What follows belongs to an exercise in optimizing a design on an open flow for small area, a short achievable clock period and few clock cycles per item; a production flow would make more cautious choices.
Only simulation tests tie the RTL to the original design; equivalence was not proved.
Power and IR drop assume default switching activity.

===== design/flow/design.v =====
package hpid_pkg;
   localparam int OP_W        = 3;
   localparam int ANGLE_IN_W  = 18;
   localparam int THROTTLE_W  = 15;
   localparam int STEER_W     = 15;
   localparam int HEADING_W   = 16;
   localparam int INTEG_W     = 15;
   localparam int DIFF_W      = 17;
   localparam int DERIV_W     = 24;
   localparam int MULT_W      = 16;
   localparam int ACC_W       = 41;
   localparam int GAIN_W     = 16;
   localparam int LIMIT_W    = 14;
   localparam int BAND_W     = 15;
   localparam int PERIOD_W   = 16;
   localparam int RATE_W     = 10;
   localparam int CSR_IDX_W  = 3;
   localparam int CSR_DATA_W = 16;
   localparam logic [OP_W-1:0] OP_YAW      = 3'd0;
   localparam logic [OP_W-1:0] OP_TARGET   = 3'd1;
   localparam logic [OP_W-1:0] OP_ENABLE   = 3'd2;
   localparam logic [OP_W-1:0] OP_TICK     = 3'd3;
   localparam logic [OP_W-1:0] OP_THROTTLE = 3'd4;
   localparam int PI_Q     = 25736;
   localparam int TWO_PI_Q = 51472;
   localparam int TARGET_JUMP_MAX = 81;
endpackage
module hpid_benc (
   input  logic [15:0] b,
   output logic [8:0]  one,
   output logic [8:0]  two,
   output logic [8:0]  neg
);
   always_comb begin
      logic [16:0] bb;
      bb = {1'b0, b};
      for (int i = 0; i < 9; i++) begin
         logic x2, x1, x0;
         x2     = (2*i+1 <= 16) ? bb[2*i+1] : 1'b0;
         x1     = bb[2*i];
         x0     = (i == 0) ? 1'b0 : bb[2*i-1];
         one[i] = x1 ^ x0;
         two[i] = (x2 & ~x1 & ~x0) | (~x2 & x1 & x0);
         neg[i] = x2 & ~(x1 & x0);
      end
   end
endmodule
module hpid_smac (
   input  logic signed [23:0] a,
   input  logic        [8:0]  b_one,
   input  logic        [8:0]  b_two,
   input  logic        [8:0]  b_neg,
   input  logic               add15,
   input  logic               add11,
   output logic        [40:0] s,
   output logic        [40:0] c
);
   logic [40:0] rows [0:8];
   always_comb begin
      logic prev_neg;
      prev_neg = 1'b0;
      for (int i = 0; i < 9; i++) begin
         logic        one, two, neg;
         logic [24:0] sel, pp;
         logic [40:0] r;
         one = b_one[i];
         two = b_two[i];
         neg = b_neg[i];
         sel = one ? {a[23], a} : (two ? {a, 1'b0} : 25'd0);
         pp  = sel ^ {25{neg}};
         r   = '0;
         if (i == 0) begin
            r[23:0]  = pp[23:0];
            r[24]    = pp[24];
            r[25]    = pp[24];
            r[26]    = ~pp[24];
            for (int j = 27; j < 41; j += 2) r[j] = 1'b1;
         end else begin
            r[2*i +: 25] = {~pp[24], pp[23:0]};
            r[2*i-2] = prev_neg;
         end
         if (i == 8) begin
            r[15] = add15;
            r[11] = add11;
         end
         rows[i]  = r;
         prev_neg = neg;
      end
   end
   function automatic logic [81:0] csa(input logic [40:0] x, input logic [40:0] y,
                                       input logic [40:0] z);
      logic [40:0] sum, cy;
      sum = x ^ y ^ z;
      cy  = ((x & y) | (x & z) | (y & z)) << 1;
      csa = {sum, cy};
   endfunction
   logic [81:0] t0, t1, t2, t3, t4, t5, t6;
   always_comb begin
      t0 = csa(rows[0], rows[1], rows[2]);
      t1 = csa(rows[3], rows[4], rows[5]);
      t2 = csa(rows[6], rows[7], rows[8]);
      t3 = csa(t0[81:41], t0[40:0], t1[81:41]);
      t4 = csa(t1[40:0], t2[81:41], t2[40:0]);
      t5 = csa(t3[81:41], t3[40:0], t4[81:41]);
      t6 = csa(t5[81:41], t5[40:0], t4[40:0]);
      s  = t6[81:41];
      c  = t6[40:0];
   end
endmodule
import hpid_pkg::*;
module hpid_ctrl (
   input  logic                   clock,
   input  logic                   reset,
   input  logic [GAIN_W-1:0]      gain_p,
   input  logic [GAIN_W-1:0]      gain_i,
   input  logic [GAIN_W-1:0]      gain_d,
   input  logic [LIMIT_W-1:0]     steer_limit,
   input  logic [BAND_W-1:0]      error_band,
   input  logic [PERIOD_W-1:0]    tick_period,
   input  logic [RATE_W-1:0]      tick_rate,
   input  logic                   req_valid,
   output logic                   req_ready,
   input  logic [OP_W-1:0]        req_op,
   input  logic [ANGLE_IN_W-1:0]  req_angle_in,
   input  logic [THROTTLE_W-1:0]  req_throttle_in,
   input  logic                   req_enable_in,
   output logic                   rsp_valid,
   input  logic                   rsp_ready,
   output logic [STEER_W-1:0]     rsp_steer_out,
   output logic [THROTTLE_W-1:0]  rsp_throttle_out,
   output logic                   rsp_in_band
);
   logic                  c_v;
   logic [OP_W-1:0]       c_op;
   logic [ANGLE_IN_W-1:0] c_data;
   logic                  c_en;
   logic signed [2:0]     c_k;
   logic                  f1_v;
   logic [OP_W-1:0]       f1_op;
   logic [HEADING_W-1:0]  f1_w;
   logic                  f1_en;
   logic                        f3_v, f3_dis;
   logic signed [HEADING_W-1:0] f3_err;
   logic signed [HEADING_W-1:0]  yaw, target;
   logic                         yaw_seen, enabled, clr_pend;
   logic signed [THROTTLE_W-1:0] thr;
   logic signed [INTEG_W-1:0]    integ;
   localparam logic [1:0] J_DIS  = 2'd0;
   localparam logic [1:0] J_BAND = 2'd1;
   localparam logic [1:0] J_OOB  = 2'd2;
   logic                         j_v;
   logic [1:0]                   j_kind;
   logic signed [HEADING_W-1:0]  j_err;
   logic signed [THROTTLE_W-1:0] j_thr;
   logic                         j_clr;
   logic                         j_take;
   localparam logic [2:0] B_RDY = 3'd0;
   localparam logic [2:0] B_I2  = 3'd1;
   localparam logic [2:0] B_I3  = 3'd2;
   localparam logic [2:0] B_I4  = 3'd3;
   localparam logic [2:0] B_I5  = 3'd4;
   logic [2:0]                   b_st;
   logic signed [HEADING_W-1:0]  b_err;
   logic signed [HEADING_W-1:0]  last_err;    
   logic                         b_clr;
   logic signed [THROTTLE_W-1:0] b_thr, e_thr;
   logic                         b_dz;
   logic signed [ACC_W-1:0]      acc;
   logic signed [HEADING_W-1:0] w;
   logic                        jump, tick_on;
   logic signed [HEADING_W-1:0] err;
   logic                        inband;
   logic                        stall, adv;
   always_comb begin
      logic signed [DIFF_W-1:0]     td, d;
      logic [HEADING_W-1:0]         eabs;
      w = c_data[HEADING_W-1:0] - HEADING_W'(c_k * TWO_PI_Q);
      td   = DIFF_W'($signed(f1_w)) - DIFF_W'(target);
      jump = (td > DIFF_W'(TARGET_JUMP_MAX)) || (td < -(DIFF_W'(TARGET_JUMP_MAX)));
      tick_on = (f1_op == OP_TICK) && enabled && yaw_seen;
      d = DIFF_W'(target) - DIFF_W'(yaw);
      if (d > DIFF_W'(PI_Q))         err = d[HEADING_W-1:0] - HEADING_W'(TWO_PI_Q);
      else if (d < -(DIFF_W'(PI_Q))) err = d[HEADING_W-1:0] + HEADING_W'(TWO_PI_Q);
      else                           err = d[HEADING_W-1:0];
      eabs   = f3_err[HEADING_W-1] ? -f3_err : f3_err;
      inband = eabs < HEADING_W'(error_band);
      stall = f3_v && q_v && !j_take;
      adv   = !stall;
   end
   assign req_ready = !c_v || adv;
   logic signed [2:0] in_k;
   always_comb begin
      logic signed [ANGLE_IN_W-1:0] x;
      x = req_angle_in;
      if (req_op == OP_THROTTLE)              in_k = 3'sd0;
      else if (x > ANGLE_IN_W'(5 * PI_Q))     in_k = 3'sd3;
      else if (x > ANGLE_IN_W'(3 * PI_Q))     in_k = 3'sd2;
      else if (x > ANGLE_IN_W'(PI_Q))         in_k = 3'sd1;
      else if (x < -(ANGLE_IN_W'(5 * PI_Q)))  in_k = -3'sd3;
      else if (x < -(ANGLE_IN_W'(3 * PI_Q)))  in_k = -3'sd2;
      else if (x < -(ANGLE_IN_W'(PI_Q)))      in_k = -3'sd1;
      else                                    in_k = 3'sd0;
   end
   always_ff @(posedge clock) begin
      if (reset) begin
         c_v  <= 1'b0;
         f1_v <= 1'b0;
         f3_v <= 1'b0;
      end else if (adv) begin
         c_v  <= req_valid;
         f1_v <= c_v;
         f3_v <= f1_v && (tick_on || ((f1_op == OP_ENABLE) && !f1_en && enabled));
      end else if (req_valid && req_ready) begin
         c_v <= 1'b1;
      end
   end
   always_ff @(posedge clock) begin
      if (req_valid && req_ready) begin
         c_op   <= req_op;
         c_data <= (req_op == OP_THROTTLE) ? ANGLE_IN_W'(req_throttle_in) : req_angle_in;
         c_en   <= req_enable_in;
         c_k    <= in_k;
      end
      if (adv) begin
         f1_op  <= c_op;
         f1_w   <= w;
         f1_en  <= c_en;
         f3_dis <= (f1_op == OP_ENABLE);
         f3_err <= err;
      end
   end
   always_ff @(posedge clock) begin
      if (reset) begin
         yaw      <= '0;
         yaw_seen <= 1'b0;
         target   <= '0;
         enabled  <= 1'b0;
         clr_pend <= 1'b0;
         thr      <= '0;
      end else if (adv) begin
         if (f3_v && !f3_dis) begin
            clr_pend <= 1'b0;
         end
         if (f1_v) begin
            unique case (f1_op)
               OP_YAW: begin
                  yaw      <= f1_w;
                  yaw_seen <= 1'b1;
               end
               OP_TARGET: begin
                  if (jump) begin
                     clr_pend <= 1'b1;
                  end
                  target <= f1_w;
               end
               OP_ENABLE: begin
                  if (f1_en && !enabled) begin
                     clr_pend <= 1'b1;
                  end else if (!f1_en && enabled) begin
                     thr <= '0;
                  end
                  enabled <= f1_en;
               end
               OP_THROTTLE: begin
                  thr <= f1_w[THROTTLE_W-1:0];
               end
               default: begin
               end
            endcase
         end
      end
   end
   logic                         q_v;
   logic [1:0]                   q_kind;
   logic signed [HEADING_W-1:0]  q_err;
   logic signed [THROTTLE_W-1:0] q_thr;
   logic                         q_clr;
   logic                         push, j_load;
   logic [1:0]                   f3_kind;
   always_comb begin
      push    = f3_v && adv;
      j_load  = !j_v || j_take;
      f3_kind = f3_dis ? J_DIS : (inband ? J_BAND : J_OOB);
   end
   always_ff @(posedge clock) begin
      if (reset) begin
         j_v <= 1'b0;
         q_v <= 1'b0;
      end else if (j_load) begin
         j_v <= q_v || push;
         q_v <= q_v && push;
      end else begin
         q_v <= q_v || push;
      end
   end
   always_ff @(posedge clock) begin
      if (j_load) begin
         if (q_v) begin
            j_kind <= q_kind;
            j_err  <= q_err;
            j_thr  <= q_thr;
            j_clr  <= q_clr;
         end else begin
            j_kind <= f3_kind;
            j_err  <= f3_err;
            j_thr  <= thr;
            j_clr  <= clr_pend;
         end
      end
      if (push && (q_v || !j_load)) begin
         q_kind <= f3_kind;
         q_err  <= f3_err;
         q_thr  <= thr;
         q_clr  <= clr_pend;
      end
   end
   logic                      out_free;
   logic                      tp_drain, bp_first;
   logic                      take_oob, take_band, emit_job, fill_bp, e_fire, bp_fire;
   logic signed [INTEG_W-1:0] integ_new;
   logic signed [DERIV_W-1:0] deriv_sat;
   logic signed [STEER_W-1:0] steer_sat;
   logic                         bp_v, bp_behind, bp_band;
   logic signed [THROTTLE_W-1:0] bp_thr;
   logic signed [23:0] x_a, x_a_in;
   logic [15:0]        x_b_in;
   logic [8:0]         x_one, x_two, x_neg, enc_one, enc_two, enc_neg;
   logic               x_v, x_acc, x_gd, x_c15, x_c11;
   logic               x_v_in, x_acc_in, x_gd_in, x_c15_in, x_c11_in;
   logic [40:0]        y_s, y_c, mul_s, mul_c;
   logic               y_v, y_acc, y_gd, y_int;
   logic               x_int, x_int_in;
   logic [ACC_W-1:0]   z_add;
   logic               e_v;
   hpid_benc u_benc (
      .b   (x_b_in),
      .one (enc_one),
      .two (enc_two),
      .neg (enc_neg)
   );
   hpid_smac u_mac (
      .a     (x_a),
      .b_one (x_one),
      .b_two (x_two),
      .b_neg (x_neg),
      .add15 (x_c15),
      .add11 (x_c11),
      .s     (mul_s),
      .c     (mul_c)
   );
   always_comb begin
      logic signed [17:0]        i_sum;
      logic [14:0]               hi;
      logic [13:0]               lo;
      logic [14:0]               lo_plus;
      out_free = !rsp_valid || rsp_ready;
      tp_drain = x_gd || y_gd || e_v;
      bp_first = bp_v && !bp_behind;
      e_fire  = e_v && out_free && !bp_first;
      bp_fire = bp_first && out_free;
      take_oob  = (b_st == B_RDY) && j_v && (j_kind == J_OOB) &&
                  (!tp_drain || (!rsp_valid && !bp_first));
      take_band = ((b_st == B_RDY) || (b_st == B_I4) || (b_st == B_I5)) && j_v &&
                  (j_kind != J_OOB) && !bp_v;
      emit_job  = take_band && (b_st == B_RDY) && !tp_drain && out_free;
      fill_bp   = take_band && !emit_job;
      j_take    = take_oob || take_band;
      i_sum   = acc[33:16];
      if (i_sum > 18'sd8192)       integ_new = 15'sd8192;
      else if (i_sum < -18'sd8192) integ_new = -15'sd8192;
      else                         integ_new = i_sum[INTEG_W-1:0];
      if (acc[27:23] != {5{acc[27]}})
         deriv_sat = acc[27] ? 24'sh800000 : 24'sh7FFFFF;
      else
         deriv_sat = acc[23:0];
      hi      = acc[40:26];
      lo      = acc[25:12];
      lo_plus = 15'(lo) + 15'(steer_limit);
      if (!acc[40]) begin
         if ((hi != '0) || (lo > steer_limit)) steer_sat = STEER_W'(steer_limit);
         else                                  steer_sat = STEER_W'(lo);
      end else begin
         if ((hi != '1) || !lo_plus[14])       steer_sat = -(STEER_W'(steer_limit));
         else                                  steer_sat = {1'b1, lo};
      end
      x_a_in   = 24'(j_err);
      x_b_in   = tick_period;
      x_v_in   = 1'b0;
      x_acc_in = 1'b0;
      x_gd_in  = 1'b0;
      x_c15_in = 1'b0;
      x_c11_in = 1'b0;
      x_int_in = 1'b0;
      unique case (b_st)
         B_I2: begin
            if (b_dz) begin
               x_a_in   = 24'(b_err);
               x_b_in   = gain_p;
               x_c11_in = 1'b1;
            end else begin
               x_a_in = 24'(DIFF_W'(b_err) - (b_clr ? DIFF_W'(0) : DIFF_W'(last_err)));
               x_b_in = 16'(tick_rate);
            end
            x_v_in = 1'b1;
         end
         B_I3: begin
            x_a_in   = 24'(b_err);
            x_b_in   = gain_p;
            x_v_in   = !b_dz;
            x_c11_in = 1'b1;
         end
         B_I4: begin
            x_a_in   = 24'(integ_new);
            x_b_in   = gain_i;
            x_v_in   = 1'b1;
            x_acc_in = 1'b1;
            x_gd_in  = b_dz;
         end
         B_I5: begin
            x_a_in   = deriv_sat;
            x_b_in   = gain_d;
            x_v_in   = 1'b1;
            x_acc_in = 1'b1;
            x_gd_in  = 1'b1;
         end
         default: begin
            x_v_in   = take_oob;
            x_c15_in = 1'b1;
            x_int_in = !j_clr;
         end
      endcase
   end
   always_ff @(posedge clock) begin
      if (reset) begin
         b_st     <= B_RDY;
         integ    <= '0;
         last_err <= '0;
         x_v   <= 1'b0;
         x_gd  <= 1'b0;
         y_v   <= 1'b0;
         y_gd  <= 1'b0;
         e_v   <= 1'b0;
         bp_v  <= 1'b0;
      end else begin
         unique case (b_st)
            B_RDY: if (take_oob) b_st <= B_I2;
            B_I2:  b_st <= B_I3;
            B_I3:  b_st <= B_I4;
            B_I4:  b_st <= b_dz ? B_RDY : B_I5;
            default: b_st <= B_RDY;
         endcase
         if (take_band && (j_kind == J_BAND)) begin
            last_err <= j_err;
         end else if (b_st == B_I2) begin
            last_err <= b_err;
         end
         if (take_band && (j_kind == J_BAND)) begin
            integ <= '0;
         end else if (b_st == B_I4) begin
            integ <= integ_new;
         end
         x_v  <= x_v_in;
         x_gd <= x_gd_in;
         y_v  <= x_v;
         y_gd <= x_gd;
         if (y_gd) begin
            e_v <= 1'b1;
         end else if (e_fire) begin
            e_v <= 1'b0;
         end
         if (fill_bp) begin
            bp_v <= 1'b1;
         end else if (bp_fire) begin
            bp_v <= 1'b0;
         end
      end
   end
   always_ff @(posedge clock) begin
      x_a   <= x_a_in;
      x_one <= enc_one;
      x_two <= enc_two;
      x_neg <= enc_neg;
      x_acc <= x_acc_in;
      x_c15 <= x_c15_in;
      x_c11 <= x_c11_in;
      y_s   <= mul_s;
      y_c   <= mul_c;
      y_acc <= x_acc;
      x_int <= x_int_in;
      y_int <= x_int;
      if (y_v) begin
         acc <= y_s + y_c + z_add;
      end
      if (take_oob) begin
         b_err  <= j_err;
         b_thr  <= j_thr;
         b_clr  <= j_clr;
         b_dz   <= (j_err == (j_clr ? HEADING_W'(0) : last_err));
      end
      if (x_gd_in) begin
         e_thr <= b_thr;
      end
      if (fill_bp) begin
         bp_thr    <= (j_kind == J_BAND) ? j_thr : '0;
         bp_band   <= (j_kind == J_BAND);
         bp_behind <= (b_st != B_RDY) || (tp_drain && !e_fire);
      end else if (e_fire) begin
         bp_behind <= 1'b0;
      end
   end
   always_comb begin
      if (y_acc)      z_add = acc;
      else if (y_int) z_add = ACC_W'({{(ACC_W-16-INTEG_W){integ[INTEG_W-1]}}, integ, 16'd0});
      else            z_add = '0;
   end
   always_ff @(posedge clock) begin
      if (reset) begin
         rsp_valid <= 1'b0;
      end else if (e_fire || bp_fire || emit_job) begin
         rsp_valid <= 1'b1;
      end else if (rsp_ready) begin
         rsp_valid <= 1'b0;
      end
   end
   always_ff @(posedge clock) begin
      if (e_fire) begin
         rsp_steer_out    <= steer_sat;
         rsp_throttle_out <= e_thr;
         rsp_in_band      <= 1'b0;
      end else if (bp_fire) begin
         rsp_steer_out    <= '0;
         rsp_throttle_out <= bp_thr;
         rsp_in_band      <= bp_band;
      end else if (emit_job) begin
         rsp_steer_out    <= '0;
         rsp_throttle_out <= (j_kind == J_BAND) ? j_thr : '0;
         rsp_in_band      <= (j_kind == J_BAND);
      end
   end
endmodule
import hpid_pkg::*;
module heading_pid_steer_controller (
   input  logic                  clock,
   input  logic                  reset,
   input  logic                  req_valid,
   output logic                  req_ready,
   input  logic [OP_W-1:0]       req_op,
   input  logic [ANGLE_IN_W-1:0] req_angle_in,
   input  logic [THROTTLE_W-1:0] req_throttle_in,
   input  logic                  req_enable_in,
   output logic                  rsp_valid,
   input  logic                  rsp_ready,
   output logic [STEER_W-1:0]    rsp_steer_out,
   output logic [THROTTLE_W-1:0] rsp_throttle_out,
   output logic                  rsp_in_band,
   input  logic                  csr_wr_en,
   input  logic [CSR_IDX_W-1:0]  csr_index,
   input  logic [CSR_DATA_W-1:0] csr_wr_data
);
   logic [GAIN_W-1:0]   gain_p, gain_i, gain_d;
   logic [LIMIT_W-1:0]  steer_limit;
   logic [BAND_W-1:0]   error_band;
   logic [PERIOD_W-1:0] tick_period;
   logic [RATE_W-1:0]   tick_rate;
   always_ff @(posedge clock) begin
      if (reset) begin
         gain_p      <= 16'd8192;
         gain_i      <= 16'd410;
         gain_d      <= 16'd1229;
         steer_limit <= 14'd8192;
         error_band  <= 15'd410;
         tick_period <= 16'd1311;
         tick_rate   <= 10'd50;
      end else if (csr_wr_en) begin
         unique case (csr_index)
            3'd0: gain_p      <= csr_wr_data[GAIN_W-1:0];
            3'd1: gain_i      <= csr_wr_data[GAIN_W-1:0];
            3'd2: gain_d      <= csr_wr_data[GAIN_W-1:0];
            3'd3: steer_limit <= csr_wr_data[LIMIT_W-1:0];
            3'd4: error_band  <= csr_wr_data[BAND_W-1:0];
            3'd5: tick_period <= csr_wr_data[PERIOD_W-1:0];
            3'd6: tick_rate   <= csr_wr_data[RATE_W-1:0];
            default: begin
            end
         endcase
      end
   end
   hpid_ctrl u_ctrl (
      .clock            (clock),
      .reset            (reset),
      .gain_p           (gain_p),
      .gain_i           (gain_i),
      .gain_d           (gain_d),
      .steer_limit      (steer_limit),
      .error_band       (error_band),
      .tick_period      (tick_period),
      .tick_rate        (tick_rate),
      .req_valid        (req_valid),
      .req_ready        (req_ready),
      .req_op           (req_op),
      .req_angle_in     (req_angle_in),
      .req_throttle_in  (req_throttle_in),
      .req_enable_in    (req_enable_in),
      .rsp_valid        (rsp_valid),
      .rsp_ready        (rsp_ready),
      .rsp_steer_out    (rsp_steer_out),
      .rsp_throttle_out (rsp_throttle_out),
      .rsp_in_band      (rsp_in_band)
   );
endmodule

===== design/flow/run.sh =====
#!/bin/bash
# synth_recipe.tcl (not shown) runs the flow's synth.tcl, then flattens the netlist and writes it again
# the make line also repeats each setting of config.mk as NAME=value (left out here)
make -C /OpenROAD-flow-scripts/flow DESIGN_CONFIG=/design/flow/config.mk WORK_HOME=/design/flow/orfs CLKGATE_MAP_FILE= SYNTH_SCRIPT=/design/flow/synth_recipe.tcl finish

===== design/flow/config.mk =====
export PLATFORM = sky130hd
export DESIGN_NAME = heading_pid_steer_controller
export DESIGN_NICKNAME = heading_pid_steer_controller
export VERILOG_FILES = /design/flow/design.v
export SDC_FILE = /design/flow/constraint.sdc
export NUM_CORES = 4
export LEC_CHECK = 0
export ABC_CLOCK_PERIOD_IN_PS = 3500
export CAP_MARGIN = 20
export CORE_MARGIN = 2
export CORE_UTILIZATION = 45
export CTS_CLUSTER_DIAMETER = 120
export CTS_CLUSTER_SIZE = 24
export SETUP_SLACK_MARGIN = 2.0
export SLEW_MARGIN = 20

===== design/flow/constraint.sdc =====
create_clock -name core_clock -period 6.0 [get_ports {clock}]
set_input_delay 1.2000 -clock core_clock [delete_from_list [all_inputs] [get_ports {clock}]]
set_output_delay 1.2000 -clock core_clock [all_outputs]
set_load 0.01 [all_outputs]

==> results of run 1 <==
-- worst paths after layout --
path	cells past startpoint	end	startpoint	slack (ps)
min	0	u_ctrl.y_acc	u_ctrl.x_acc	340
min reg2reg	0	u_ctrl.y_acc	u_ctrl.x_acc	340
max reg2reg	8	u_ctrl.y_s[16]	u_ctrl.x_two[3]	2130
max	6	req_ready	u_ctrl.b_st[1]	2120
-- kinds of logic (layout without fill, tap and decap cells) --
kind of cell,after synthesis,count (layout)
AOI/OAI and AO/OA,904,904
xor gates and xnor gates,320,320
adders and majority gates,405,405
buffers and inverters,644,630
DFF,596,596
muxes,114,114
and+or+nand+nor,1149,1149
-- stage by stage --
stage / area, um2 / setup WS, ps / power, mW / std cells / util
after floorplan: 38900 / 2130 / 11.2 / 4132 / -
after global placement: 40800 / 1120 / 13.3 / 5194 / 0.478
after detailed placement: 40800 / 1080 / 13.5 / 5194 / 0.478
after CTS: 41900 / 2000 / 16.0 / 5254 / 0.490
after global routing: 42100 / 2000 / 17.3 / 5262 / 0.492
final: 42100 / 2120 / 15.8 / 5262 / 0.492
-- power groups by stage --
stage	logic (mW)	registers (mW)	clock network, mW
floorplan	5.98	5.24	0
global placement	7.47	5.84	0
detailed placement	7.64	5.85	0
CTS	7.80	5.76	2.43
global route	8.94	5.82	2.57
finish	7.67	5.78	2.36
-- layout by cell type (no fill, tap or decap), drive strengths merged, types with 14 or more instances in the layout --
master / n
xnor2: 207
o31ai: 14
nor2b: 41
mux2: 49
buf: 75
o22ai: 26
nand3b: 29
inv: 413
nor2: 213
or3: 19
a211oi: 21
a21oi: 240
o21a: 17
fa: 203
clkdlybuf4s50: 92
nand4: 25
nand3: 60
nor3: 46
a31oi: 41
and3: 18
nand2: 544
a21o: 40
a221oi: 20
nand2b: 37
a22oi: 156
and2: 66
edfxtp: 264
o21ai: 193
o211ai: 16
ha: 202
xor2: 113
mux2i: 65
clkbuf: 46
dfxtp: 332
-- final cells by class --
type,count,area share
Clock buffer,45,0.0192
Clock inverter,8,0.00262
Inverter,409,0.0365
Multi-Input combinational cell,2892,0.525
Sequential cell,596,0.347
Tap cell,1144,0.0340
Timing Repair Buffer,168,0.0361
-- metal layers --
layer	up-vias	track usage
met3	112	0.0236
met5	-	0
met2	807	0.366
met4	0	0.0471
met1	14300	0.352
li1	14100	-
-- repair_timing --
| action | 4_1_cts | 5_1_grt |
|---|---|---|
| buffers inserted | 7 | 8 |
| pin swaps | 5 | 5 |
| resized for setup | 26 | 19 |
| endpoints found under the setup margin | 93 | 56 |
-- flip-flops by register name, summed over array words and instances (netlist names), 16 cells and up --
| signal | flops |
|---|---|
| u_ctrl.f1_w | 16 |
| u_ctrl.yaw | 16 |
| u_ctrl.target | 16 |
| u_ctrl.last_err | 16 |
| gain_p | 16 |
| u_ctrl.q_err | 16 |
| tick_period | 16 |
| gain_d | 16 |
| u_ctrl.c_data | 16 |
| u_ctrl.x_a | 24 |
| u_ctrl.j_err | 16 |
| u_ctrl.y_c | 36 |
| u_ctrl.b_err | 16 |
| u_ctrl.f3_err | 16 |
| gain_i | 16 |
| u_ctrl.y_s | 41 |
| u_ctrl.acc | 41 |
-- worst max-delay path: cells and delay by family (launching register included) --
kind | cells | cell delay, ps
flops | 1 | 330
compound gates | 1 | 400
buf+inv | 2 | 760
simple gates | 3 | 540
==> notes.md, run 1 <==
- The wire length on met1 is 50500 um.
- The synthesized netlist occupies a cell area of 38900 um2.
- The later-pin clock latency in the skew report is approximately 650 ps.
- The final hold slack is 340 ps.
- During synthesis, Yosys emitted a total of 5 warnings.
- The share of total power dissipated in the clock network is 0.149.
- The dominant combinational cell family by area after synthesis is adder cells.
- The post-synthesis to final-layout area growth is 8.19%.
- Summing over every cut layer, the via total after detailed routing is roughly 30000.
- The largest vdd supply drop is 0.228 mV.
- Buffers placed on the I/O ports in this run total 93.
- For this design, the CTS-stage hold fixing added 0 buffers.
- The async set or reset register ratio after synthesis is 0.
- At the end of routability-driven placement, the weighted congestion stood at about 0.9.
- The count of final hold-check violations is 0.
- The ratio of cells with drive above 1 in the final layout is 0.0610.
- The first-pass GRT wire length is approximately 170000 um.
- In this run, synthesis produced a sequential element count of 596.
- Summed over all nets, wire length on met3 after detailed routing comes to between 5000 and 6000 um.
- The switching power is between 6 and 7 mW.
- The arrival time reported for the critical path endpoint is 2680 ps.
- The count of final max-slew check failures was 0.
- The total of fill cells in the finished design is 8127.
- The full die area is 88800 um2.
- The biggest cell delay along the critical path is 540 ps.
- The number of failing setup endpoints in the final timing report is 0.
- Setup repair after global routing could not meet its margin everywhere.
- The signal on the critical path passes through buf_4, or2_4, a2111oi_4, nor3_4, nand2_1, clkdlybuf4s50_1.
- In this run, synthesis inferred 264 flip-flops with an integrated enable.
- Synthesis produced a netlist whose cell count is 4132.
- The clock tree from TritonCTS is done.
- The analysis attributes to cell leakage a power of 16.9 nW.
- The run finished with no timing, DRC or antenna violations.
- The critical path data required time is 4800 ps.
- The slowest stage cell on the critical path is clkdlybuf4s50_1.
- The register area share after synthesis is 0.375.
- The initialized floorplan defines around 110 standard-cell rows.
- The placeable core region is between 80000 and 90000 um2.
- After global routing the overflow that remains totals 0.
- The worst path in the final design needs a cycle of 3880 ps, including I/O delays and setup.
- The max capacitance violation total is 0.
- Counting along the longest clock path gives a buffer depth of 3.
- The net count of the mapped netlist is between 4000 and 5000.
- The buffer cell driving the clock tree root is clkbuf_16.
- The achievable frequency is 0.258 GHz.
- The overall global routing resource usage is 0.234.
- The synthesized-area fraction occupied by ao, oa, aoi and oai cells is 0.152.
- The count of antenna-violating nets left after detailed routing is 0.
- The routed design has 106000 um of wire.
- After detailed routing, the number of remaining DRC violations is 0.
- For the final database, setup skew stands at 44.5 ps.
- The share of total power dissipated in combinational logic is 0.485.
- Sorting the synthesized cells by how often they occur yields nand2_1 (544), inv_1 (407), dfxtp_1 (332).
- The worst setup path is captured at a primary output.
- The iteration-0 DRC count of the detailed router is 2253.
- The cell-internal power is 9.21 mW.
- In this run the horizontal extent of the chip is 298 um.
- The prevailing post-synth register cell is dfxtp_1.
- By startpoint and endpoint, the worst setup path is classified as flop to primary output.
- The total iterations of the first detailed-routing run is 5.
- Registers take approximately 15000 um2.
- The worst pin sits at a relative slew slack of 0.252.
- The sequential cell fraction of total power is 0.366.
- The xor/xnor share of the synthesized area is 0.0729.
- The portion of the clock cycle consumed by the worst path in the final layout is 0.647.
- Sorting the synthesized cells by area gives the leading types as edfxtp_1 (20%), dfxtp_1 (17%), fa_1 (10%), ha_1 (6.5%), nand2_1 (5.3%).
- The distinct cell type count of the synthesized netlist is a little under 90.
- The highest metal layer with signal wires is met4.
- Dividing the synthesized area by the synthesized cell count gives between 9 and 10 um2.
- nand2_1 is the most common cell in the netlist.
- The CTS H-tree depth is 1.
- After detailed routing, the average wire length per cell comes to 20.1 um.
- The clock slew seen by the registers of the worst setup and hold paths is between 100 and 150 ps.
- Detailed placement ended at an HPWL of around 77000 um.
- The nature of the critical path startpoint is a flop.
- The maximum number of pins on one net before global-route repair is 93.
- CTS saw 596 sinks.
- The floorplan step set the die height to 298 um.
- The share of Yosys cell area claimed by the top area cell type is 0.204.
- The post-synthesis adder-cell area fraction is 0.170.
- The initial utilization of the core area, before any placement, comes to 0.455.
- 0 antenna diodes ended up in the layout.
- The via count of the first global-routing pass is 28300.
- The number of antenna violations at the first check in global routing was 0.
- Summed over all instances, the cell type with the most area after synthesis is edfxtp_1.
- The total power density per cell area is 376 nW/um2.
- The measured slew at the worst slew-check pin is 1110 ps.
- The number of buffers created by CTS is 30.
- Summed over all nets, wire length on met2 after detailed routing comes to 47200 um.
- The maximum fanout along the worst path is 17.
- Measured against the total synthesized area, the mux share comes to 0.0309.
- The type of the worst min-delay path is flop to flop.
- For this run, the post-layout net count is 4563.
- The proportion of total power due to net switching is 0.418.
- Pin placement for this block handled 94 I/O pins.
- Of the total synthesized cell area, the portion taken by AND, OR, NAND and NOR gates is 0.137.
- Using the TritonRoute via totals, the vias-per-cell ratio works out to around 5.6.
- The multi-input combinational cells in the finished layout cover a total of 22100 um2.
- The setup TNS is 0 ps.
Testbench counts, summed over its fixed seeds: cycles 7,635, items 1,961.
==> run 2: changes to the inputs <==
--- a/design/flow/config.mk
+++ b/design/flow/config.mk
@@ -7,3 +7,3 @@
 export LEC_CHECK = 0
-export ABC_CLOCK_PERIOD_IN_PS = 3500
+export ABC_CLOCK_PERIOD_IN_PS = 3300
 export CAP_MARGIN = 20
@@ -13,3 +13,3 @@
 export CTS_CLUSTER_SIZE = 24
-export SETUP_SLACK_MARGIN = 2.0
+export SETUP_SLACK_MARGIN = 2.3
 export SLEW_MARGIN = 20
==> run 2 against run 1 <==
Still clean. Count of clock-buffer cells in the layout rose by 3. Clock power shrank 2%. Non-clock buffer count increased by 61. Core utilization increased by 1.2 points. Combinational power is 6.1% higher. Power rose by 2.6%. Critical endpoint is now u_ctrl.acc[36]. Largest cell class unchanged. Highest routed layer unchanged.
==> notes.md, run 2 <==
- The ratio of cells with drive above 1 in the final layout is 0.0931 (+0.0321).
- Setup repair after global routing could not meet its margin everywhere.
- The buffer cell driving the clock tree root is clkbuf_16.
- The critical path data required time was 6380 ps (+1580 ps).
- The switching power is 6.76 mW (+2.4%).
- The worst hold path belongs to the class flop to flop.
- The area growth from synthesis to layout is 10.8%.
- The antenna diode instance count is 0 (unchanged).
- The worst relative slew slack is 0.127 (-0.124).
- The overall global routing resource usage is 0.236 (+0.00209).
- The number of synthesized flops with an enable pin came to 264 (unchanged).
- The iteration-0 DRC count of the detailed router came to 2258 (+0.22%).
- After synthesis, the most frequently instantiated cells are nand2_1 (544), inv_1 (407), dfxtp_1 (332).
- The count of final max-slew check failures is 0 (unchanged).
- The cell-internal power is 9.46 mW (+2.8%).
- The max capacitance violation total is 0 (unchanged).
- The proportion of total power due to net switching came to 0.417 (-0.00100).
- The number of instances in the placed design is 5195 (+0.019%).
- The clock network power share is 0.142 (-0.007).
- The total iterations of the first detailed-routing run came to 6 (+1).
- Tracing the worst setup path back leads to its startpoint at u_ctrl.y_acc.
- The number of buffers created by CTS is 29 (-3.3%).
- The clock tree from TritonCTS is done.
- The post-detailed-routing wire length is 107000 um (+1.3%).
- The most frequent standard cell in the layout excluding fill and tap cells is nand2_1.
- The count of input and output buffers was 93 (unchanged).
- The via count of the first global-routing pass is 28600 (+1.2%).
- The cell area after placement is 40800 um2 (about the same).
- The maximum fanout along the worst path is 8 (-9).
- The clock slew seen by the registers of the worst setup and hold paths is 110 ps (about the same).
- The net count of the mapped netlist came to 4598 (unchanged).
- The warning count from the yosys run is 5 (unchanged).
- The summed instance area of the synthesized netlist was 38900 um2 (unchanged).
- The time the worst path needs with I/O delays and setup is 3710 ps (-173 ps).
- The maximum number of pins on one net before global-route repair is 99 (+6.5%).
- The later-pin clock latency in the skew report is 650 ps (about the same).
- The post-route total power came to 16.2 mW (+2.6%).
- The average wire per cell in the routed design is 20.1 um (+0.14%).
- The number of placement rows is 107 (unchanged).
- The arrival time reported for the critical path endpoint is 4090 ps (+1410 ps).
- The portion of the clock cycle consumed by the worst path in the final layout is 0.618 (-0.0288).
- The top cell types in the final layout, fill and taps aside, are nand2_1 (541), inv_1 (405), dfxtp_1 (299).
- The final clock skew is 41.1 ps (-3.32 ps).
- The number of storage elements in the synthesis netlist is 596 (unchanged).
- The per-instance average area after synthesis came to 9.41 um2 (unchanged).
- The vias after detailed routing is 29600 (+1.1%).
- The power share of the combinational group is 0.502 (+0.017).
- The largest vdd supply drop came to 0.266 mV (+17%).
- The remaining routing DRC violations is 0 (unchanged).
- For this run, the leading register cell type out of synthesis is dfxtp_1.
- The async set or reset register ratio after synthesis is 0 (unchanged).
- The setup TNS is 0 ps (unchanged).
- The initial cell density of the core came to 0.455 (unchanged).
- In the final layout, the registers with the most flip-flops are u_ctrl.acc x41, u_ctrl.y_s x41, u_ctrl.y_c x36.
- The sequential cell fraction of total power is 0.356 (-0.010).
- The simple logic cell fraction of the synthesized area came to 0.137 (unchanged).
- The number of nets at the end of the flow is 4625 (+1.4%).
- The placeable core region is 85400 um2 (unchanged).
- STA classifies the critical path startpoint as a flop.
- The count of final hold-check violations was 0 (unchanged).
- By area the synthesized netlist is led by edfxtp_1 (20%), dfxtp_1 (17%), fa_1 (10%), ha_1 (6.5%), nand2_1 (5.3%).
- The cell type with the largest total area after synthesis is edfxtp_1.
- The static leakage power is 17.2 nW (+2.2%).
- The number of clock sinks is 596 (unchanged).
- The final weighted congestion of routability-driven global placement is 0.936 (+3.5%).
- The via density per instance is 5.56 (about the same).
- The worst register-to-register path begins at u_ctrl.y_acc.
- The number of failing setup endpoints in the final timing report is 0 (unchanged).
- The fraction of synthesized area in multiplexers is 0.0309 (unchanged).
- The achievable frequency is 0.270 GHz (+4.7%).
- The final core utilization came to 0.504 (+0.0116).
- The share of Yosys cell area claimed by the top area cell type was 0.204 (unchanged).
- The number of antenna violations at the first check in global routing is 1 (+1).
- The die height is 298 um (unchanged).
- The run finished with no timing, DRC or antenna violations.
- The filler-free cell count of the finished design is 5323 (+1.2%).
- The first-pass GRT wire length was 167000 um (+0.71%).
- The number of placed I/O pins is 94 (unchanged).
- The capturing element type of the critical path is a flop.
- The post-cts hold buffer count is 0 (unchanged).
- The critical path is of the flop to flop type.
- The distinct cell type count of the synthesized netlist is 87 (unchanged).
- The synthesized-area fraction occupied by ao, oa, aoi and oai cells is 0.152 (unchanged).
- The full die area came to 88800 um2 (unchanged).
- The instance count of the mapped netlist is 4132 (unchanged).
- The total power density per cell area came to 377 nW/um2 (+0.23%).
- The maximum buffer depth of the clock tree is 3 (unchanged).
- The HPWL reported at the end of detailed placement is 77600 um (+0.54%).
- The die width was 298 um (unchanged).
- The measured slew at the worst slew-check pin is 1290 ps (+184 ps).
- The register area share after synthesis was 0.375 (unchanged).
- The count of antenna-violating nets left after detailed routing is 0 (unchanged).
- The post-synthesis adder-cell area fraction came to 0.170 (unchanged).
- The residual overflow from global routing is 0 (unchanged).
- Among all cell types in the netlist, the one instantiated most often is nand2_1.
- The dominant combinational cell family by area after synthesis is adder cells.
- The xor/xnor share of the synthesized area is 0.0729 (unchanged).
- The CTS H-tree depth is 1 (unchanged).
- The final cell area excluding filler cells came to 43100 um2 (+2.4%).
- The hold path startpoint is u_ctrl.x_acc.
## run 2: cell types whose count changed in the layout (fill, tap and decap cells not counted), sizes merged, moves of 2 or more
| cell | change |
|---|---|
| clkbuf | +2 |
| clkinvlp | +2 |
| buf | +62 |
| inv | -4 |
| clkinv | -2 |
## run 2: what timing repair did
item | 4_1_cts | 5_1_grt
setup endpoints to repair | 165 | 96
resized for setup | 69 | 101
gates cloned | 3 | 0
setup buffers | 14 | 60
pin swaps | 9 | 31
## run 2: worst paths after layout
kind	endpoint	slack (ps)	cells after the start
hold / removal	u_ctrl.y_acc	330	0
setup / recovery	u_ctrl.acc[36]	2290	15
setup reg to reg	u_ctrl.acc[36]	2290	15
hold reg to reg	u_ctrl.y_acc	330	0
## run 2: per-stage QoR
step / hold slack [ps] / setup slack, ps
final: 333 / 2290
after global routing: 351 / 2110
after CTS: 333 / 2240
after detailed placement: 312 / 1340
after global placement: 312 / 1280
after floorplan: 310 / 2320
## run 2: final cells by class
type	count	area, um2
Clock buffer	48	818
Clock inverter	3	53.8
Fill cell	8069	42400
Inverter	409	1540
Multi-Input combinational cell	2894	22500
Sequential cell	596	14600
Tap cell	1144	1430
Timing Repair Buffer	229	2080
## run 2: cell families (layout without fill, tap and decap cells)
logic type / after synthesis / in the layout
compound gates: 904 / 905
flops: 596 / 596
mux: 114 / 114
buf+inv: 644 / 689
xor+xnor: 320 / 320
simple gates: 1149 / 1150
fa+ha+maj: 405 / 405
## run 2: worst max-delay path, cell delays in order, from the launching register on
cell      delay, ps
dfxtp_4         400
nor2b_4         210
buf_6           160
a22oi_1          90
fa_1            510
inv_1            70
ha_4            290
nand4_1         130
o21ba_4         250
a211oi_2        190
buf_4           180
a41oi_4         170
o41ai_4         410
o31ai_2         140
buf_4           150
xnor2_1         110
## run 2: per-layer routing
layer,global-route usage,routed length [um],part of all wire,vias to the layer above
met1,0.346,49300,0.46,14400
met5,0,0,0,-
li1,-,-,-,14200
met4,0.0526,2720,0.025,0
met3,0.0366,7250,0.068,144
met2,0.368,47700,0.45,879
## run 2: power groups by stage
stage	clock, mW	combinational, mW	sequential (mW)
after floorplan	0	6.00	5.24
after global placement	0	7.59	5.85
after detailed placement	0	7.76	5.85
after CTS	2.37	7.94	5.75
after global routing	2.51	9.41	5.82
final	2.31	8.14	5.78
==> run 3: changes to the inputs <==
--- a/design/flow/config.mk
+++ b/design/flow/config.mk
@@ -11,4 +11,4 @@
 export CORE_UTILIZATION = 45
-export CTS_CLUSTER_DIAMETER = 120
-export CTS_CLUSTER_SIZE = 24
+export CTS_CLUSTER_DIAMETER = 130
+export CTS_CLUSTER_SIZE = 26
 export SETUP_SLACK_MARGIN = 2.3
==> run 3 against run 2 <==
Via count down 0.25%. Clock skew down 11 ps. Still clean on timing, DRC and antenna. Critical endpoint unchanged. Critical path depth up 1. Largest cell class unchanged. Sequential power about the same. Register-to-register slack about the same.
==> notes.md, run 3 <==
- The run finished with no timing, DRC or antenna violations.
- The iteration-0 DRC count of the detailed router is 2395 (+6.1%).
- The portion of the clock cycle consumed by the worst path in the final layout is 0.615 (-0.00226).
- The ratio of cells with drive above 1 in the final layout came to 0.0928 (-0.000323).
- The clock slew seen by the registers of the worst setup and hold paths came to 110 ps (about the same).
- The number of placed I/O pins came to 94 (unchanged).
- The multi-input combinational cell area came to 22500 um2 (about the same).
- The clock network power share is 0.137 (-0.005).
- The number of placement rows was 107 (unchanged).
- The maximum buffer depth of the clock tree is 3 (unchanged).
- The worst reg-to-reg setup slack is 2310 ps (about the same).
- The number of antenna violations at the first check in global routing was 1 (unchanged).
- The prevailing post-synth register cell is dfxtp_1.
- The number of clock sinks is 596 (unchanged).
- The capturing element type of the critical path is a flop.
- The static leakage power was 17.2 nW (-0.30%).
- The initial cell density of the core is 0.455 (unchanged).
- The final weighted congestion of routability-driven global placement is 0.936 (unchanged).
- The overall global routing resource usage came to 0.236 (about the same).
- The critical path data required time was 6380 ps (about the same).
- Compared with the post-synthesis result, the final layout area differs by 10.4%.
- The number of instances in the placed design is 5195 (unchanged).
- The total of fill cells in the finished design is 8089 (+0.25%).
- The final clock skew is 29.8 ps (-11.3 ps).
- The top cell types in the final layout, fill and taps aside, are nand2_1 (541), inv_1 (404), dfxtp_1 (299).
- The total iterations of the first detailed-routing run is 7 (+1).
- The type of the worst setup path is flop to flop.
- The cell-internal power was 9.37 mW (-1.0%).
- The count of antenna-violating nets left after detailed routing came to 0 (unchanged).
- edfxtp_1 takes more of the synthesized area than any other cell.
- The worst relative slew slack is 0.304 (+0.177).
- The first-pass GRT wire length is 167000 um (about the same).
- The async set or reset register ratio after synthesis is 0 (unchanged).
- The average wire per cell in the routed design came to 20.1 um (+0.22%).
- The die width is 298 um (unchanged).
- Setup repair after global routing could not meet its margin everywhere.
- The full die area was 88800 um2 (unchanged).
- The setup slack at placement is 1340 ps (unchanged).
- The clock tree from TritonCTS is done.
- The measured slew at the worst slew-check pin was 1040 ps (-249 ps).
- The sequential cell area in the final layout is 14600 um2 (unchanged).
- The antenna diode instance count is 0 (unchanged).
- The proportion of total power due to net switching is 0.419 (+0.00221).
- The number of buffers created by CTS is 27 (-6.9%).
- The final core utilization is 0.502 (-0.00171).
- In the final layout, the registers with the most flip-flops are u_ctrl.acc x41, u_ctrl.y_s x41, u_ctrl.y_c x36.
- The worst setup path is launched from a flop.
- The die height came to 298 um (unchanged).
- The largest vdd supply drop is 0.267 mV (+0.11%).
- The most instantiated library cell after synthesis is nand2_1.
- The setup TNS is 0 ps (unchanged).
- The residual overflow from global routing is 0 (unchanged).
- The later-pin clock latency in the skew report is 640 ps (about the same).
- The final critical-path setup slack came to 2310 ps (+13.6 ps).
- The register area share after synthesis was 0.375 (unchanged).
- The CTS H-tree depth came to 1 (unchanged).
- The arrival time reported for the critical path endpoint is 4070 ps (-20 ps).
- The summed instance area of the synthesized netlist came to 38900 um2 (unchanged).
- The time the worst path needs with I/O delays and setup is 3690 ps (-13.6 ps).
- The tree is rooted in a clkbuf_16.
- The number of nets at the end of the flow is 4619 (-0.13%).
- The count of input and output buffers is 93 (unchanged).
- The per-instance average area after synthesis is 9.41 um2 (unchanged).
- The number of failing setup endpoints in the final timing report was 0 (unchanged).
- The post-detailed-routing wire length is 107000 um (about the same).
- The placeable core region is 85400 um2 (unchanged).
- The filler-free cell count of the finished design came to 5316 (-0.13%).
- The count of cells along the worst hold path is 0 (unchanged).
- The share of Yosys cell area claimed by the top area cell type was 0.204 (unchanged).
- The total power density per cell area is 376 nW/um2 (-0.28%).
- The net count of the mapped netlist came to 4598 (unchanged).
- The achievable frequency is 0.271 GHz (+0.37%).
- The remaining routing DRC violations is 0 (unchanged).
- The vias after detailed routing is 29500 (-0.25%).
- The instance count of the mapped netlist is 4132 (unchanged).
- The via count of the first global-routing pass is 28600 (-0.17%).
- The warning count from the yosys run is 5 (unchanged).
- The via density per instance is 5.56 (-0.12%).
- The HPWL reported at the end of detailed placement is 77600 um (unchanged).
- The number of cells on the worst reg-to-reg path came to 16 (+1).
- The maximum number of pins on one net before global-route repair is 99 (unchanged).
- The library cell used most frequently in the layout, excluding fill and tap cells, is nand2_1.
- The power share of the combinational group came to 0.504 (+0.002).
- The type of the worst min-delay path is flop to flop.
- The sequential cell fraction of total power is 0.359 (+0.003).
- In the synthesized netlist, the cells that appear most often are nand2_1 (544), inv_1 (407), dfxtp_1 (332).
- The distinct cell type count of the synthesized netlist is 87 (unchanged).
- After synthesis, the cell types taking the most area are edfxtp_1 (20%), dfxtp_1 (17%), fa_1 (10%), ha_1 (6.5%), nand2_1 (5.3%).
- The max capacitance violation total is 0 (unchanged).
- The count of final hold-check violations is 0 (unchanged).
- The number of storage elements in the synthesis netlist was 596 (unchanged).
- The maximum fanout along the worst path was 9 (+1).
- The switching power is 6.75 mW (about the same).
- The count of final max-slew check failures came to 0 (unchanged).
- The post-cts hold buffer count was 0 (unchanged).
- The number of synthesized flops with an enable pin is 264 (unchanged).
-- run 3: worst paths after layout --
check	startpoint	end
max	u_ctrl.y_acc	u_ctrl.acc[36]
max reg2reg	u_ctrl.y_acc	u_ctrl.acc[36]
min	u_ctrl.x_acc	u_ctrl.y_acc
min reg2reg	u_ctrl.x_acc	u_ctrl.y_acc
-- run 3: area by class of cell --
class | instances | area share
clock buffers | 44 | 0.0172
inverters | 409 | 0.0360
flip-flops and latches | 596 | 0.341
repair buffers | 225 | 0.0474
clock inverters | 4 | 0.000991
multi-input cells | 2894 | 0.524
well taps | 1144 | 0.0334
-- run 3: cells by family after synthesis --
logic type / count (synthesis) / synth area share
AOI/OAI and AO/OA: 904 / 0.152
xor gates and xnor gates: 320 / 0.0729
adders and majority gates: 405 / 0.170
buffers and inverters: 644 / 0.0633
DFF: 596 / 0.375
muxes: 114 / 0.0309
and+or+nand+nor: 1149 / 0.137
-- run 3: metrics by stage --
| stage | total power, mW | instance area, um2 | hold slack [ps] |
|---|---|---|---|
| 2_1_floorplan | 11.2 | 38900 | 310 |
| 3_3_place_gp | 13.4 | 40800 | 312 |
| 3_5_place_dp | 13.6 | 40800 | 312 |
| 4_1_cts | 16.0 | 42000 | 332 |
| 5_1_grt | 17.6 | 42900 | 350 |
| 6_report | 16.1 | 42900 | 331 |
-- run 3: timing repair --
item                                    CTS  global route
gates cloned                              3             0
pin swaps                                 9            40
endpoints found under the setup margin  166            97
buffers inserted                         14            56
gates resized for setup                  68           105
-- run 3: critical path: stages (launching register included) --
cell and delay (ps):
dfxtp_4 390, buf_12 150, inv_1 80, nor2_2 50
fa_1 530, ha_4 310, o21ai_1 80, nand2b_1 120
a41oi_2 160, o21ba_4 220, a211oi_2 190, buf_4 180
a41oi_4 160, o41ai_4 400, o31ai_2 130, buf_4 160
xnor2_2 120
-- run 3: layer usage --
metal  vias to the layer above  wire length [um]  track usage
met5                         -                 0            0
met1                     14400             49800        0.346
li1                      14200                 -            -
met3                       131              7020       0.0362
met4                         0              2440       0.0526
met2                       854             47800        0.368
-- run 3: power by group through the flow --
stage               clock (mW)  combinational, mW  sequential (mW)
finish                    2.21               8.13             5.78
global route              2.41               9.41             5.82
CTS                       2.27               7.94             5.75
detailed placement           0               7.76             5.85
global placement             0               7.59             5.85
floorplan                    0               6.00             5.24
==> run 4: changes to the inputs <==
==> design/flow/config.mk (replaced) <==
export PLATFORM = sky130hd
export DESIGN_NAME = heading_pid_steer_controller
export DESIGN_NICKNAME = heading_pid_steer_controller
export VERILOG_FILES = /design/flow/design.v
export SDC_FILE = /design/flow/constraint.sdc
export NUM_CORES = 4
export LEC_CHECK = 0
export ABC_CLOCK_PERIOD_IN_PS = 3500
export CAP_MARGIN = 20
export CORE_MARGIN = 2
export CORE_UTILIZATION = 40
export CTS_CLUSTER_DIAMETER = 120
export CTS_CLUSTER_SIZE = 24
export SETUP_SLACK_MARGIN = 2.2
export SLEW_MARGIN = 20
==> run 4 against run 3 <==
Critical path type unchanged. Global-route usage down 2.4 points. Flip-flop and latch count unchanged. Fmax decreased by 1.2%. Still clean. Clock skew up 11 ps. Area after synthesis is the same. Sequential share of layout area increased by 0.13 points. Routed wire length up 0.67%. Setup slack worse by 44 ps. Register-to-register slack worse by 40 ps. Clock power grew 9.5%. Critical path depth unchanged.
==> notes.md, run 4 <==
- The global routing met1 resource utilization is 0.310 (-0.0351).
- The maximum fanout along the worst path is 8 (-1).
- The most frequent standard cell in the layout excluding fill and tap cells is nand2_1.
- The net count of the mapped netlist is 4598 (unchanged).
- The endpoint of the worst-slack reg-to-reg timing path is u_ctrl.acc[40].
- The number of failing setup endpoints in the final timing report was 0 (unchanged).
- Setup repair after global routing could not meet its margin everywhere.
- The flow ran to the end and the layout has no timing, DRC or antenna violations.
- The highest-utilization routing layer at the global route stage is met2.
- The CTS H-tree depth came to 1 (unchanged).
- The async set or reset register ratio after synthesis is 0 (unchanged).
- Among all cell types in the netlist, the one instantiated most often is nand2_1.
- The final weighted congestion of routability-driven global placement came to 0.898 (-4.1%).
- The post-synthesis to final-layout area growth is 9.75%.
- The global-route met2 utilization came to 0.327 (-0.0410).
- The instance count of the mapped netlist is 4132 (unchanged).
- The clock slew seen by the registers of the worst setup and hold paths is 100 ps (about the same).
- The count of antenna-violating nets left after detailed routing is 0 (unchanged).
- The count of cells along the worst hold path is 0 (unchanged).
- The later-pin clock latency in the skew report is 650 ps (about the same).
- The final clock skew came to 40.5 ps (+10.7 ps).
- The number of placed I/O pins is 94 (unchanged).
- The full die area is 99700 um2 (+12%).
- The total of fill cells in the finished design is 9348 (+16%).
- The residual overflow from global routing was 0 (unchanged).
- The total iterations of the first detailed-routing run is 6 (-1).
- The number of antenna violations at the first check in global routing is 3 (+2).
- The register area share after synthesis is 0.375 (unchanged).
- The count of input and output buffers came to 93 (unchanged).
- The portion of the clock cycle consumed by the worst path in the final layout is 0.623 (+0.00730).
- The number of nets at the end of the flow came to 4590 (-0.63%).
- The signal on the critical path passes through nor2b_2, buf_6, a22oi_1, fa_1, inv_1, ha_4, inv_1, o21bai_1, a21o_1, o21ba_2, a211oi_4, a41oi_4, o41ai_4, o31ai_4, o21ai_1, xnor2_1.
- The per-instance average area after synthesis is 9.41 um2 (unchanged).
- The achievable frequency was 0.268 GHz (-1.2%).
- The remaining routing DRC violations came to 0 (unchanged).
- The hold path startpoint is u_ctrl.x_acc.
- The ratio of cells with drive above 1 in the final layout was 0.0748 (-0.0180).
- The number of placement rows is 114 (+6.5%).
- The setup slack at placement was 1430 ps (+92.8 ps).
- The arrival time reported for the critical path endpoint is 4120 ps (+50 ps).
- The worst relative slew slack is 0.259 (-0.0456).
- The summed instance area of the synthesized netlist is 38900 um2 (unchanged).
- The post-detailed-routing wire length was 108000 um (+0.67%).
- The warning count from the yosys run is 5 (unchanged).
- The largest vdd supply drop is 0.218 mV (-18%).
- The nature of the critical path startpoint is a flop.
- The instance count on the critical path came to 16 (unchanged).
- The static leakage power was 17.0 nW (-0.90%).
- The iteration-0 DRC count of the detailed router was 2335 (-2.5%).
- The slowest stage cell on the critical path is fa_1.
- The via density per instance is 5.44 (-2.1%).
- By instance count, the cell type seen most on the critical path is inv_1.
- The number of synthesized flops with an enable pin came to 264 (unchanged).
- The average wire per cell in the routed design is 19.9 um (-1.3%).
- The antenna diode instance count is 0 (unchanged).
- The cell type group with the largest total delay on the critical path is compound AO/OA/AOI/OAI gates.
- The overall global routing resource usage was 0.213 (-0.0236).
- The total power density per cell area is 375 nW/um2 (-0.21%).
- The biggest area contributor in the post-synthesis netlist is edfxtp_1.
- The final critical-path setup slack is 2260 ps (-43.8 ps).
- After synthesis, the most frequently instantiated cells are nand2_1 (544), inv_1 (407), dfxtp_1 (332).
- The biggest cell delay along the critical path came to 490 ps (-40 ps).
- The critical path data required time is 6380 ps (about the same).
- The count of final max-slew check failures is 0 (unchanged).
- The type of the worst setup path is flop to flop.
- The initial cell density of the core is 0.403 (-0.0526).
- The distinct cell type count of the synthesized netlist came to 87 (unchanged).
- The maximum number of pins on one net before global-route repair came to 88 (-11%).
- The first-pass GRT wire length is 167000 um (+0.31%).
- The number of clock sinks is 596 (unchanged).
- The worst reg-to-reg setup slack was 2260 ps (-40 ps).
- The number of buffers created by CTS is 30 (+11%).
- The setup TNS is 0 ps (unchanged).
- The die width is 316 um (+6.0%).
- The vias after detailed routing was 29500 (-0.16%).
- The buffer cell driving the clock tree root is clkbuf_16.
- The path with the worst hold slack has its endpoint at u_ctrl.y_acc.
- The share of Yosys cell area claimed by the top area cell type came to 0.204 (unchanged).
- The HPWL reported at the end of detailed placement is 78800 um (+1.5%).
- The largest registers in the layout are u_ctrl.acc x41, u_ctrl.y_s x41, u_ctrl.y_c x36.
- By area the synthesized netlist is led by edfxtp_1 (20%), dfxtp_1 (17%), fa_1 (10%), ha_1 (6.5%), nand2_1 (5.3%).
- The max capacitance violation total is 0 (unchanged).
- The placeable core region is 96600 um2 (+13%).
- The time the worst path needs with I/O delays and setup was 3740 ps (+43.8 ps).
- The buffers plus inverters on the worst setup path came to 3 (-1).
- The startpoint identified for the worst register-to-register timing path is u_ctrl.y_int.
- The via count of the first global-routing pass is 28400 (-0.76%).
- The maximum buffer depth of the clock tree was 3 (unchanged).
- The worst setup path is captured at a flop.
- The met3 demand-to-capacity share in global routing was 0.0363 (+0.0000944).
- The number of cells on the worst reg-to-reg path is 16 (unchanged).
- The die height is 316 um (+6.0%).
- The library cells used most frequently in the layout, excluding fill and tap cells, are nand2_1 (543), inv_1 (406), dfxtp_1 (314).
- The type of the worst min-delay path is flop to flop.
- The clock tree from TritonCTS is done.
- The most used flip-flop cell after synthesis is dfxtp_1.
- The number of storage elements in the synthesis netlist came to 596 (unchanged).
- The count of final hold-check violations is 0 (unchanged).
- The measured slew at the worst slew-check pin is 1110 ps (+68.4 ps).
run 4: worst register-to-register path, cell delays in order (launching register included):
cell and delay [ps]:
dfxtp_1 350, nor2b_2 180, buf_6 150, a22oi_1 90
fa_1 490, inv_1 60, ha_4 280, inv_1 60
o21bai_1 130, a21o_1 180, o21ba_2 190, a211oi_4 320
a41oi_4 210, o41ai_4 450, o31ai_4 130, o21ai_1 170
xnor2_1 80
run 4: final cells by class:
type / count / area (um2) / share of cell area
multi-input cells: 2894 / 22200 / 0.521
clock inverters: 7 / 106 / 0.00249
inverters: 409 / 1540 / 0.0360
flip-flops and latches: 596 / 14600 / 0.342
clock buffers: 47 / 828 / 0.0194
well taps: 1276 / 1600 / 0.0374
repair buffers: 193 / 1750 / 0.0410
run 4: routing by layer:
layer / vias to the layer above / part of all wire
met2: 877 / 0.44
met4: 2 / 0.026
li1: 14100 / -
met5: - / 0.00012
met1: 14300 / 0.47
met3: 151 / 0.067
run 4: repair_timing:
| action | in CTS | in global routing |
|---|---|---|
| endpoints found under the hold margin | 0 | 0 |
| setup endpoints to repair | 133 | 69 |
| pin swaps | 6 | 16 |
| hold buffers | 0 | 0 |
| buffers inserted | 10 | 23 |
| cloned | 0 | 3 |
| gates resized for setup | 39 | 59 |
run 4: cells by family after synthesis:
group | after synthesis | share of synthesized area
buffers and inverters | 644 | 0.0633
XOR/XNOR | 320 | 0.0729
AND/OR/NAND/NOR | 1149 | 0.137
AO/OA/AOI/OAI | 904 | 0.152
adder cells (fa/ha/maj) | 405 | 0.170
flip-flops | 596 | 0.375
multiplexers | 114 | 0.0309
run 4: worst max path at each step:
stage	startpoint	endpoint
floorplan	u_ctrl.y_acc	u_ctrl.acc[34]
global placement	u_ctrl.y_acc	u_ctrl.acc[34]
detailed placement	u_ctrl.y_acc	u_ctrl.acc[39]
CTS	u_ctrl.b_st[1]	req_ready
global route	u_ctrl.y_acc	u_ctrl.acc[39]
finish	u_ctrl.y_int	u_ctrl.acc[40]
run 4: report_power, final:
part / leakage [nW] / switching (mW) / internal [mW]
clock: 0.445 / 1.40 / 1.02
sequential: 5.35 / 0.805 / 4.97
combinational: 11.2 / 4.49 / 3.32
total: 17.0 / 6.69 / 9.31
run 4: per-stage QoR:
stage	cells	util	total power, mW	hold slack [ps]	cell area (um2)
CTS	5396	0.437	16.0	329	42200
detailed placement	5332	0.425	13.5	313	41000
floorplan	4132	-	11.2	310	38900
finish	5422	0.442	16.0	328	42700
global placement	5332	0.425	13.3	312	41000
global route	5422	0.442	17.5	341	42700
==> run 5: changes to the inputs <==
--- a/design/flow/design.v
+++ b/design/flow/design.v
@@ -162,6 +162,4 @@
    logic [2:0]                   b_st;
-   logic signed [HEADING_W-1:0]  b_err;
    logic signed [HEADING_W-1:0]  last_err;    
-   logic                         b_clr;
-   logic signed [THROTTLE_W-1:0] b_thr, e_thr;
+   logic signed [THROTTLE_W-1:0] e_thr;
    logic                         b_dz;
@@ -366,3 +364,3 @@
       fill_bp   = take_band && !emit_job;
-      j_take    = take_oob || take_band;
+      j_take    = (b_st == B_I3) || take_band;
       i_sum   = acc[33:16];
@@ -396,3 +394,3 @@
             if (b_dz) begin
-               x_a_in   = 24'(b_err);
+               x_a_in   = 24'(j_err);
                x_b_in   = gain_p;
@@ -400,3 +398,3 @@
             end else begin
-               x_a_in = 24'(DIFF_W'(b_err) - (b_clr ? DIFF_W'(0) : DIFF_W'(last_err)));
+               x_a_in = 24'(DIFF_W'(j_err) - (j_clr ? DIFF_W'(0) : DIFF_W'(last_err)));
                x_b_in = 16'(tick_rate);
@@ -406,3 +404,3 @@
          B_I3: begin
-            x_a_in   = 24'(b_err);
+            x_a_in   = 24'(j_err);
             x_b_in   = gain_p;
@@ -454,3 +452,3 @@
          end else if (b_st == B_I2) begin
-            last_err <= b_err;
+            last_err <= j_err;
          end
@@ -494,9 +492,6 @@
       if (take_oob) begin
-         b_err  <= j_err;
-         b_thr  <= j_thr;
-         b_clr  <= j_clr;
          b_dz   <= (j_err == (j_clr ? HEADING_W'(0) : last_err));
       end
-      if (x_gd_in) begin
-         e_thr <= b_thr;
+      if (b_st == B_I3) begin
+         e_thr <= j_thr;
       end
==> run 5 against run 4 <==
Hold slack got worse by 37 ps. Fmax rose by 1.6%. Clock power fell by 9.1%. Non-clock buffer count fell by 23. Core utilization rose by 0.11 points. Cell count fell by 3.4%. Via count fell by 5.0%. Count of clock-buffer cells in the layout fell by 3. Flip-flop and latch count fell by 32. Power fell by 2.3%. First-iteration DRC count fell by 15%. Register-to-register slack improved by 60 ps. Critical endpoint is now u_ctrl.y_s[11].
==> notes.md, run 5 <==
- The run finished with no timing, DRC or antenna violations.
- The time the worst path needs with I/O delays and setup came to 3680 ps (-58.6 ps).
- The biggest cell delay along the critical path is 970 ps (+480 ps).
- The final cell area excluding filler cells is 40700 um2 (-4.6%).
- Walking the worst path, the cells encountered are a22oi_1, xnor2_1, fa_1, inv_1, fa_1, inv_1, fa_1, fa_1.
- TritonCTS built the clock tree.
- STA classifies the critical path startpoint as a flop.
- The highest metal layer with signal wires is met5.
- The total of fill cells in the finished design came to 8967 (-4.1%).
- The count of cells along the worst hold path was 0 (unchanged).
- The number of clock sinks is 564 (-5.4%).
- The total power density per cell area is 384 nW/um2 (+2.4%).
- The remaining routing DRC violations was 0 (unchanged).
- The area growth from synthesis to layout is 9.33%.
- The die height was 309 um (-2.1%).
- The number of nets at the end of the flow is 4443 (-3.2%).
- The number of placed I/O pins is 94 (unchanged).
- By count the netlist is led by nand2_1 (543), inv_1 (385), dfxtp_1 (332).
- The detailed route wirelength on metal3 is 4120 um (-43%).
- The most instantiated library cell after synthesis is nand2_1.
- The first-pass GRT wire length came to 156000 um (-6.8%).
- The net count of the mapped netlist is 4474 (-2.7%).
- The iteration-0 DRC count of the detailed router is 1993 (-15%).
- The post-cts hold buffer count was 0 (unchanged).
- The number of failing setup endpoints in the final timing report is 0 (unchanged).
- The maximum buffer depth of the clock tree was 3 (unchanged).
- The type of the worst min-delay path is flop to flop.
- The hold-critical path endpoint is u_ctrl.y_int.
- The per-instance average area after synthesis is 9.30 um2 (-1.2%).
- The overall global routing resource usage was 0.205 (-0.00795).
- The endpoint of the worst-slack reg-to-reg timing path is u_ctrl.y_s[11].
- The residual overflow from global routing was 0 (unchanged).
- The placeable core region is 91900 um2 (-4.8%).
- The cell type with the largest total area after synthesis is edfxtp_1.
- The warning count from the yosys run came to 5 (unchanged).
- The later-pin clock latency in the skew report was 640 ps (about the same).
- The via count of the first global-routing pass is 27300 (-3.8%).
- The worst relative slew slack was 0.288 (+0.0290).
- The multi-input combinational cell area is 21700 um2 (-2.5%).
- The number of buffers created by CTS was 28 (-6.7%).
- The type of the worst setup path is flop to flop.
- The number of cells on the worst reg-to-reg path was 8 (-8).
- The vias after detailed routing is 28000 (-5.0%).
- The die width came to 309 um (-2.1%).
- The average wire per cell in the routed design is 18.8 um (-5.3%).
- The share of Yosys cell area claimed by the top area cell type was 0.187 (-0.0169).
- The CTS H-tree depth came to 1 (unchanged).
- The register area share after synthesis is 0.365 (-0.00943).
- The slowest stage of the critical path is the dfxtp_1 cell.
- The setup TNS is 0 ps (unchanged).
- The most numerous cell type found on the critical path is fa_1.
- The total iterations of the first detailed-routing run is 8 (+2).
- The portion of the clock cycle consumed by the worst path in the final layout came to 0.613 (-0.00977).
- The worst reg-to-reg setup slack is 2320 ps (+60 ps).
- The final weighted congestion of routability-driven global placement was 0.907 (+1.0%).
- Setup repair after global routing could not meet its margin everywhere.
- The measured slew at the worst slew-check pin is 1070 ps (-43.6 ps).
- The distinct cell type count of the synthesized netlist is 88 (+1.1%).
- The buffer cell driving the clock tree root is clkbuf_16.
- The full die area is 95600 um2 (-4.1%).
- Yosys attributes the largest share of cell area to edfxtp_1 (19%), dfxtp_1 (18%), fa_1 (11%), ha_1 (6.8%), nand2_1 (5.5%).
- The prevailing post-synth register cell is dfxtp_1.
- The largest vdd supply drop came to 0.243 mV (+11%).
- The critical path data required time came to 6550 ps (+170 ps).
- The sequential cell area in the final layout is 13700 um2 (-6.5%).
- The summed instance area of the synthesized netlist was 37200 um2 (-4.2%).
- The count of input and output buffers is 93 (unchanged).
- The count of final hold-check violations came to 0 (unchanged).
- The beginning of the worst register-to-register path is u_ctrl.x_a[7].
- The final clock skew is 43.4 ps (+2.88 ps).
- The maximum number of pins on one net before global-route repair was 142 (+61%).
==> run 5: cell count changes after synthesis, sizes merged, moves of 15 or more <==
cell	previous run	this run
mux2i	65	43
inv	408	386
a222oi	0	16
clkbuf	199	214
nor2	213	163
edfxtp	264	232
a21o	40	66
buf	36	20
a31oi	41	24
a221oi	20	3
a21oi	240	258
==> run 5: worst max path at each step <==
stage | start | end
2_1_floorplan | u_ctrl.y_acc | u_ctrl.acc[35]
3_3_place_gp | u_ctrl.y_acc | u_ctrl.acc[37]
3_5_place_dp | u_ctrl.y_acc | u_ctrl.acc[37]
4_1_cts | u_ctrl.target[0] | u_ctrl.f3_err[15]
5_1_grt | u_ctrl.target[1] | u_ctrl.f3_err[15]
6_report | u_ctrl.x_a[7] | u_ctrl.y_s[11]
==> run 5: cell families (layout without fill, tap and decap cells) <==
kind of cell,after synthesis,in the layout,synth area share
compound gates,896,898,0.155
xor+xnor,314,314,0.0740
fa+ha+maj,406,406,0.177
buf+inv,621,605,0.0633
flops,564,564,0.365
mux,93,93,0.0267
other cells,0,2,0
simple gates,1113,1114,0.138
==> run 5: per-layer routing <==
metal / global-route usage / vias to the layer above
li1: - / 13600
met1: 0.284 / 13700
met2: 0.346 / 630
met3: 0.0214 / 107
met4: 0.0426 / 4
met5: 0 / -
==> run 5: cell type report <==
cell class,count,area share
Inverter,387,0.0357
Clock inverter,4,0.00138
Multi-Input combinational cell,2825,0.533
Clock buffer,44,0.0189
Sequential cell,564,0.335
Timing Repair Buffer,170,0.0376
Tap cell,1243,0.0382
Antenna cell,2,0.000123
==> run 5: repair_timing <==
action | in CTS | in global routing
setup buffers | 7 | 17
pin swaps | 4 | 11
gates cloned | 0 | 3
endpoints found under the setup margin | 119 | 90
gates resized for setup | 38 | 75
==> run 5: report_power, final <==
part	internal, mW	switching, mW	leakage [nW]
logic	3.42	4.58	10.9
clock network	0.907	1.30	0.392
registers	4.70	0.733	5.03
total	9.03	6.61	16.3
==> run 5: metrics by stage <==
step	utilization	worst slack (ps)	hold WS [ps]	std cells
2_1_floorplan	-	2260	310	4007
3_3_place_gp	0.427	1190	320	5162
3_5_place_dp	0.427	1220	312	5162
4_1_cts	0.438	2160	279	5217
5_1_grt	0.443	2160	296	5237
6_report	0.443	2320	291	5239
==> run 5: worst max-delay path: cells and delay by family, from the launching register on <==
| kind | cells | cell delay (ps) |
|---|---|---|
| fa+ha+maj | 4 | 2100 |
| flops | 1 | 970 |
| compound gates | 1 | 230 |
| xor+xnor | 1 | 190 |
| buf+inv | 2 | 140 |
Testbench counts of run 5, summed over its fixed seeds: cycles 7,740, items 1,961.

Check on run 5: ideal ports give 2.322 ns setup slack; a clkbuf_16 on the clock port and buf_2 on the inputs give 2.322 ns; moving port delays by the midpoint clock arrival (0.680 ns) as well gives 2.322 ns.
